Source: an optimization exercise on an open RTL-to-GDS flow (aim: small area). Production flows keep margins and buffers that such runs may drop.
The RTL was checked by simulation tests, not by an equivalence proof against the original design.
Power and IR drop assume default switching activity.

==> flow/design.v (excerpt) <==
module sha256_msg_packer (
  input  logic         clk_i,
  input  logic         rst_ni,
  input  logic         in_valid_i,
  input  logic [7:0]   in_data_i,
  input  logic         in_last_i,
  output logic         in_ready_o,
  input  logic         start_empty_i,
  output logic         msg_valid_o,
  output logic [5:0]   byte_valid_o,
  output logic [439:0] msg_word_o,
  input  logic         hash_done_i,
  input  logic [255:0] fin_hash_i,
  output logic         digest_valid_o,
  output logic [255:0] digest_o,
  output logic         busy_o
);
For scale: roughly 1500 cells after synthesis, roughly 710 flip-flops, about 980 I/O pins, roughly 0.022 mm2 of cells after synthesis.
Settings: LEC_CHECK=0, CAP_MARGIN=20, CORE_AREA=5 5 245 245, DIE_AREA=0 0 250 250, SLEW_MARGIN=20, SYNTH_HIERARCHICAL=1, SYNTH_MINIMUM_KEEP_SIZE=0; clock period 5.0 ns.
standard.sh (not shown) runs the stock make flow with config.mk's settings and CLKGATE_MAP_FILE= SYNTH_SCRIPT=/design/flow/synth_recipe.tcl, a recipe that flattens the netlist after the stock synthesis.
==> flow/flow/run.sh <==
#!/bin/bash
# The standard layout, with every port buffered by the smallest buffer instead of the one
# buffer_ports picks by default, and a clock tree of small clusters without dummy loads.
set -euo pipefail
C=sky130_fd_sc_hd__clkbuf_
export BUFFER_PORTS_ARGS="-buffer_cell sky130_fd_sc_hd__buf_1"
export PLACE_PINS_ARGS="-min_distance 1 -min_distance_in_tracks"
export CTS_ARGS="-sink_clustering_enable -repair_clock_nets -dont_use_dummy_load -buf_list ${C}4 -root_buf ${C}4 -tree_buf ${C}4 -sink_clustering_buffer ${C}4 -sink_clustering_size 9 -sink_clustering_max_diameter 70"
bash standard.sh > standard.log 2>&1
Rerun with:
Settings changed: GPL_TIMING_DRIVEN set to 0.
Outcome:
- The new run completed without violations
- first-iteration DRC count is lower by about 7%
- routed wire length goes down by about 1%
- hold slack is worse by 0.14 ns
- final area rises by 3.2%
- maximum frequency goes down by about 0.6%
Rerun with:
Settings changed: GPL_TIMING_DRIVEN 0 to unset, PLACE_DENSITY set to 0.45.
After rerunning: Wire length came out higher by a few percent. Non-clock buffer count goes down by 34. Synthesized cell count stays the same. Core utilization went down by 1.5 points.
Rerun with:
Settings changed: CORE_AREA 5 5 245 245 to 5 5 215 215, DIE_AREA 0 0 250 250 to 0 0 220 220, PLACE_DENSITY 0.45 to unset.
Outcome: Final cell count decreases by about 5%. Sequential power decreases by about 0.5%. Utilization increases by 14 points. Worst hold slack degrades by 0.073 ns. Critical path depth does not change. Cell area decreases by about 0.8%. Sequential share of layout area increases by 0.45 points. Setup slack improves by 0.19 ns. Power decreases by 1.1%.

* * *

Starting RTL as in the previous note.
==> flow/config.mk <==
export PLATFORM = sky130hd
export DESIGN_NAME = sha256_msg_packer
export DESIGN_NICKNAME = sha256_msg_packer
export VERILOG_FILES = /design/flow/design.v
export SDC_FILE = /design/flow/constraint.sdc
export NUM_CORES = 4
export LEC_CHECK = 0
export CAP_MARGIN = 20
export CORE_AREA = 5 5 245 245
export DIE_AREA = 0 0 250 250
export SLEW_MARGIN = 20
export SYNTH_HIERARCHICAL = 1
export SYNTH_MINIMUM_KEEP_SIZE = 0
==> flow/constraint.sdc <==
create_clock -name core_clock -period 5.0 [get_ports {clk_i}]
set_input_delay 1.0000 -clock core_clock [delete_from_list [all_inputs] [get_ports {clk_i}]]
set_output_delay 1.0000 -clock core_clock [all_outputs]
set_load 0.01 [all_outputs]
==> flow/flow/run.sh <==
#!/bin/bash
# The standard layout, with every port buffered by the smallest buffer instead of the one
# buffer_ports picks by default, and a clock tree of small clusters without dummy loads.
set -euo pipefail
C=sky130_fd_sc_hd__clkbuf_
export BUFFER_PORTS_ARGS="-buffer_cell sky130_fd_sc_hd__buf_1"
export PLACE_PINS_ARGS="-min_distance 1 -min_distance_in_tracks"
export CTS_ARGS="-sink_clustering_enable -repair_clock_nets -dont_use_dummy_load -buf_list ${C}8 -root_buf ${C}16 -tree_buf ${C}8 -sink_clustering_buffer ${C}4 -sink_clustering_size 8 -sink_clustering_max_diameter 50"
bash standard.sh > standard.log 2>&1
The baseline ran to the end with no violations.
Rerun with:
- CORE_AREA: 5 5 245 245 -> 5 5 195 195
- DIE_AREA: 0 0 250 250 -> 0 0 200 200
After rerunning: The changed run finished clean; wire length goes down by 6.7%; via count went up by 1.8%; core utilization increases by 29 points; global-route usage is higher by 13 points; sequential cell count stays the same; non-clock buffer count stays the same.
Rerun with:
--- a/flow/flow/run.sh
+++ b/flow/flow/run.sh
@@ -8 +8 @@
-export CTS_ARGS="-sink_clustering_enable -repair_clock_nets -dont_use_dummy_load -buf_list ${C}8 -root_buf ${C}16 -tree_buf ${C}8 -sink_clustering_buffer ${C}4 -sink_clustering_size 8 -sink_clustering_max_diameter 50"
+export CTS_ARGS="-sink_clustering_enable -repair_clock_nets -dont_use_dummy_load -buf_list ${C}4 -root_buf ${C}4 -tree_buf ${C}4 -sink_clustering_buffer ${C}4 -sink_clustering_size 8 -sink_clustering_max_diameter 50"
- CAP_MARGIN: 20 -> 0
- CORE_AREA: 5 5 195 195 -> 5 5 245 245
- DIE_AREA: 0 0 200 200 -> 0 0 250 250
- SLEW_MARGIN: 20 -> 0
- The changed run passed the timing, design-rule and antenna checks
- via count goes down by 1.9%
- combinational power goes up by about 2%
- count of clock-buffer cells in the layout goes up by 1
- non-clock buffer count does not change
- wire length goes up by 7.3%
- global-route usage goes down by 13 points
- setup slack loses 0.036 ns
- clock power goes down by about 6%
- utilization goes down by 29 points
- total power goes down by 0.89%

* * *

Starting RTL as in the previous note.
export LEC_CHECK = 0
export CAP_MARGIN = 20
export CORE_AREA = 5 5 245 245
export DIE_AREA = 0 0 250 250
export SLEW_MARGIN = 20
export SYNTH_HIERARCHICAL = 1
export SYNTH_MINIMUM_KEEP_SIZE = 0
create_clock -name core_clock -period 5.0 [get_ports {clk_i}]
==> flow/flow/run.sh <==
#!/bin/bash
# The standard layout, with every port buffered by the smallest buffer instead of the one
# buffer_ports picks by default, and a clock tree of small clusters without dummy loads.
set -euo pipefail
C=sky130_fd_sc_hd__clkbuf_
export BUFFER_PORTS_ARGS="-buffer_cell sky130_fd_sc_hd__buf_1"
export PLACE_PINS_ARGS="-min_distance 1 -min_distance_in_tracks"
export CTS_ARGS="-sink_clustering_enable -repair_clock_nets -dont_use_dummy_load -buf_list ${C}4 -root_buf ${C}16 -tree_buf ${C}4 -sink_clustering_buffer ${C}4 -sink_clustering_size 8 -sink_clustering_max_diameter 50"
bash standard.sh > standard.log 2>&1
The starting point ran to the end with no violations.
Change:
==> flow/flow/run.sh (replaced) <==
#!/bin/bash
# The standard layout, with every port buffered by the smallest buffer instead of the one
# buffer_ports picks by default, and a clock tree of small clusters without dummy loads.
set -euo pipefail
C=sky130_fd_sc_hd__clkbuf_
export BUFFER_PORTS_ARGS="-buffer_cell sky130_fd_sc_hd__buf_1"
export CTS_ARGS="-sink_clustering_enable -repair_clock_nets -dont_use_dummy_load -buf_list ${C}8 -root_buf ${C}16 -tree_buf ${C}8 -sink_clustering_buffer ${C}4 -sink_clustering_size 8 -sink_clustering_max_diameter 50"
bash standard.sh > standard.log 2>&1
--- a/flow/config.mk
+++ b/flow/config.mk
@@ -8,4 +8,4 @@
 export CAP_MARGIN = 20
-export CORE_AREA = 5 5 245 245
-export DIE_AREA = 0 0 250 250
+export CORE_AREA = 5 5 355 355
+export DIE_AREA = 0 0 360 360
 export SLEW_MARGIN = 20
Result:
- The changed run produced a clean layout
- routed wire length went up by a quarter to a third
- die area went up by well over a third
- non-clock buffer count went up by 8
- clock power went up by a few percent
- maximum frequency went up by a few percent
- worst setup slack is better by 0.071 ns
- core utilization went down by 25 points
- cell count went up by a quarter to a third
Change:
==> flow/flow/run.sh (replaced) <==
#!/bin/bash
# The standard layout, with every port buffered by the smallest buffer instead of the one
# buffer_ports picks by default, and a clock tree of small clusters without dummy loads.
set -euo pipefail
C=sky130_fd_sc_hd__clkbuf_
export BUFFER_PORTS_ARGS="-buffer_cell sky130_fd_sc_hd__buf_1"
export PLACE_PINS_ARGS="-min_distance 1 -min_distance_in_tracks"
export CTS_ARGS="-sink_clustering_enable -repair_clock_nets -dont_use_dummy_load -buf_list ${C}4 -root_buf ${C}4 -tree_buf ${C}4 -sink_clustering_buffer ${C}4 -sink_clustering_size 8 -sink_clustering_max_diameter 50"
bash standard.sh > standard.log 2>&1
--- a/flow/config.mk
+++ b/flow/config.mk
@@ -8,4 +8,4 @@
 export CAP_MARGIN = 20
-export CORE_AREA = 5 5 355 355
-export DIE_AREA = 0 0 360 360
+export CORE_AREA = 5 5 245 245
+export DIE_AREA = 0 0 250 250
 export SLEW_MARGIN = 20
Result: Synthesized cell count stays the same; combinational power shrinks by roughly a tenth; non-clock buffer count drops by 8.

* * *

The RTL this note starts from:
==> flow/design.v <==
module sha256_msg_packer (
  input  logic         clk_i,
  input  logic         rst_ni,
  input  logic         in_valid_i,
  input  logic [7:0]   in_data_i,
  input  logic         in_last_i,
  output logic         in_ready_o,
  input  logic         start_empty_i,
  output logic         msg_valid_o,
  output logic [5:0]   byte_valid_o,
  output logic [439:0] msg_word_o,
  input  logic         hash_done_i,
  input  logic [255:0] fin_hash_i,
  output logic         digest_valid_o,
  output logic [255:0] digest_o,
  output logic         busy_o
);
  localparam int unsigned MaxBytes = 55;
  logic               in_ready_q;
  logic               busy_q;
  logic               msg_valid_q;
  logic               digest_valid_q;
  logic               last_q;
  logic               phase_q;
  logic [5:0]         cnt_q;
  logic [255:0]       digest_q;
  logic [7:0]         buf_q [MaxBytes];
  logic [7:0]         buf_d [MaxBytes];
  logic               accept;
  logic               close;
  logic               start_empty;
  logic               waiting;
  logic               cap;
  logic               keep;
  logic [MaxBytes-1:0] wr;
  logic [255:0]       digest_d;
  always_comb begin
    accept      = in_valid_i & in_ready_q;
    close       = accept & (in_last_i | (cnt_q == 6'(MaxBytes - 1)));
    start_empty = ~busy_q & start_empty_i & ~in_valid_i;
    waiting     = busy_q & ~in_ready_q & ~msg_valid_q & phase_q;
    cap         = waiting & hash_done_i;
    keep        = ~cap;
    for (int k = 0; k < MaxBytes; k++) wr[k] = accept & (cnt_q == 6'(k));
  end
  for (genvar k = 0; k < MaxBytes; k++) begin : g_byte
    for (genvar b = 0; b < 8; b++) begin : g_bit
      sha256_msg_packer_ao22 u_ao (
        .a1_i(wr[k]), .a2_i(in_data_i[b]), .b1_i(in_ready_q), .b2_i(buf_q[k][b]),
        .y_o(buf_d[k][b])
      );
    end
  end
  always_ff @(posedge clk_i) begin
    for (int k = 0; k < MaxBytes; k++) buf_q[k] <= buf_d[k];
  end
  for (genvar b = 0; b < 256; b++) begin : g_dig
    sha256_msg_packer_ao22 u_ao (
      .a1_i(cap), .a2_i(fin_hash_i[b]), .b1_i(keep), .b2_i(digest_q[b]), .y_o(digest_d[b])
    );
  end
  always_ff @(posedge clk_i or negedge rst_ni) begin
    if (!rst_ni) begin
      digest_q <= '0;
    end else begin
      digest_q <= digest_d;
    end
  end
  always_ff @(posedge clk_i or negedge rst_ni) begin
    if (!rst_ni) begin
      in_ready_q     <= 1'b0;
      busy_q         <= 1'b0;
      msg_valid_q    <= 1'b0;
      digest_valid_q <= 1'b0;
      last_q         <= 1'b0;
      phase_q        <= 1'b0;
      cnt_q          <= '0;
    end else begin
      msg_valid_q    <= 1'b0;
      digest_valid_q <= 1'b0;
      if (in_ready_q || !busy_q) begin
        in_ready_q <= 1'b1;
        if (accept) begin
          cnt_q  <= cnt_q + 6'd1;
          busy_q <= 1'b1;
          if (close) begin
            in_ready_q  <= 1'b0;
            msg_valid_q <= 1'b1;
            phase_q     <= 1'b0;
            last_q      <= in_last_i;
          end
        end else if (start_empty) begin
          in_ready_q <= 1'b0;
          busy_q     <= 1'b1;
          phase_q    <= 1'b0;
          last_q     <= 1'b1;
        end
      end else if (msg_valid_q) begin
        cnt_q <= '0;
      end else if (!phase_q) begin
        if (last_q) begin
          msg_valid_q <= 1'b1;
          phase_q     <= 1'b1;
        end else begin
          in_ready_q <= 1'b1;
        end
      end else if (hash_done_i) begin
        in_ready_q     <= 1'b1;
        busy_q         <= 1'b0;
        digest_valid_q <= 1'b1;
      end
    end
  end
  always_comb begin
    for (int k = 0; k < MaxBytes; k++) msg_word_o[439-8*k -: 8] = buf_q[k];
  end
  assign in_ready_o     = in_ready_q;
  assign msg_valid_o    = msg_valid_q;
  assign byte_valid_o   = cnt_q;
  assign digest_valid_o = digest_valid_q;
  assign digest_o       = digest_q;
  assign busy_o         = busy_q;
endmodule
module sha256_msg_packer_ao22 (
  input  logic a1_i,
  input  logic a2_i,
  input  logic b1_i,
  input  logic b2_i,
  output logic y_o
);
  assign y_o = (a1_i & a2_i) | (b1_i & b2_i);
endmodule
clock: 5.0 ns
lec_check: 0
cap_margin: 5
core_area: 5 5 245 245
die_area: 0 0 250 250
slew_margin: 5
synth_hierarchical: 1
synth_minimum_keep_size: 0
==> flow/flow/run.sh <==
#!/bin/bash
# The standard layout, with every port buffered by the smallest buffer instead of the one
# buffer_ports picks by default, and a clock tree of small clusters without dummy loads.
set -euo pipefail
C=sky130_fd_sc_hd__clkbuf_
export BUFFER_PORTS_ARGS="-buffer_cell sky130_fd_sc_hd__buf_1"
export PLACE_PINS_ARGS="-min_distance 1 -min_distance_in_tracks"
export CTS_ARGS="-sink_clustering_enable -repair_clock_nets -dont_use_dummy_load -buf_list ${C}4 -root_buf ${C}4 -tree_buf ${C}4 -sink_clustering_buffer ${C}4 -sink_clustering_size 8 -sink_clustering_max_diameter 50"
bash standard.sh > standard.log 2>&1
The first run passed the timing, design-rule and antenna checks.
Change:
--- a/flow/flow/run.sh
+++ b/flow/flow/run.sh
@@ -7,3 +7,3 @@
 export PLACE_PINS_ARGS="-min_distance 1 -min_distance_in_tracks"
-export CTS_ARGS="-sink_clustering_enable -repair_clock_nets -dont_use_dummy_load -buf_list ${C}4 -root_buf ${C}4 -tree_buf ${C}4 -sink_clustering_buffer ${C}4 -sink_clustering_size 8 -sink_clustering_max_diameter 50"
+export CTS_ARGS="-sink_clustering_enable -repair_clock_nets -dont_use_dummy_load -buf_list ${C}8 -root_buf ${C}16 -tree_buf ${C}8 -sink_clustering_buffer ${C}4 -sink_clustering_size 8 -sink_clustering_max_diameter 50"
 bash standard.sh > standard.log 2>&1
CAP_MARGIN = 20   (was 5)
PLACE_DENSITY = 0.85   (was default)
SLEW_MARGIN = 20   (was 5)
Effect: The changed run finished clean; via count is higher by 1.5%; total power is higher by 2.1%; worst setup slack improved by 0.019 ns; clock power is higher by 12%.

-- re-timing with driven ports --
Ports are ideal in the flow. The routed layouts listed here were re-timed in OpenROAD. Step 1 (the two cells are an assumption about what drives the block):
set clk [get_ports {clk_i}]
set_driving_cell -lib_cell sky130_fd_sc_hd__clkbuf_16 $clk
set_driving_cell -lib_cell sky130_fd_sc_hd__buf_2 [delete_from_list [all_inputs] $clk]
Step 2 adds t to the input delays and takes it off the output delays; t is the mean of the earliest and latest rising clock arrival at the registers after step 1. Input paths then give back, and output paths get back, about the clock's delay inside the block. Three values: ideal, step 1, step 2; two values: the first two.
run	t, ns	slack for setup (ns)	hold WS [ns]	worst setup path after step 2	pins driven straight from the clock port
the first run of note 1	0.855	1.798 / 1.746 / 1.806	0.288 / 0.266 / 0.472	input to register	1
the second run of note 1	0.857	1.777 / 1.724 / 1.646	0.144 / 0.116 / 0.474	input to register	1
the third run of note 1	0.894	1.987 / 1.932 / 1.771	0.269 / 0.281 / 0.475	input to register	1
the fourth run of note 1	0.821	2.174 / 2.120 / 1.748	0.196 / 0.193 / 0.473	input to register	1
the first run of note 2	0.615	2.022 / 1.997 / 1.792	0.473 / 0.473 / 0.473	input to register	1
the second run of note 2	0.605	1.846 / 1.846 / 1.770	0.469 / 0.469 / 0.469	input to register	1
the third run of note 2	0.877	1.809 / 1.758 / 1.786	0.288 / 0.263 / 0.473	input to register	1
the first run of note 3	0.615	2.022 / 1.997 / 1.792	0.473 / 0.473 / 0.473	input to register	1
the second run of note 3	0.678	2.093 / 2.093 / 1.658	0.413 / 0.408 / 0.470	input to register	1
the third run of note 3	0.877	1.809 / 1.758 / 1.786	0.288 / 0.263 / 0.473	input to register	1
the first run of note 4	0.877	1.809 / 1.758 / 1.786	0.288 / 0.263 / 0.473	input to register	1
the second run of note 4	0.627	1.828 / 1.765 / 1.792	0.467 / 0.448 / 0.467	input to register	1
After both steps every run listed still meets setup and hold. The setup slack of the second run of note 3, which loses most, moves by 0.000 ns with the drivers and by -0.435 ns with both steps.
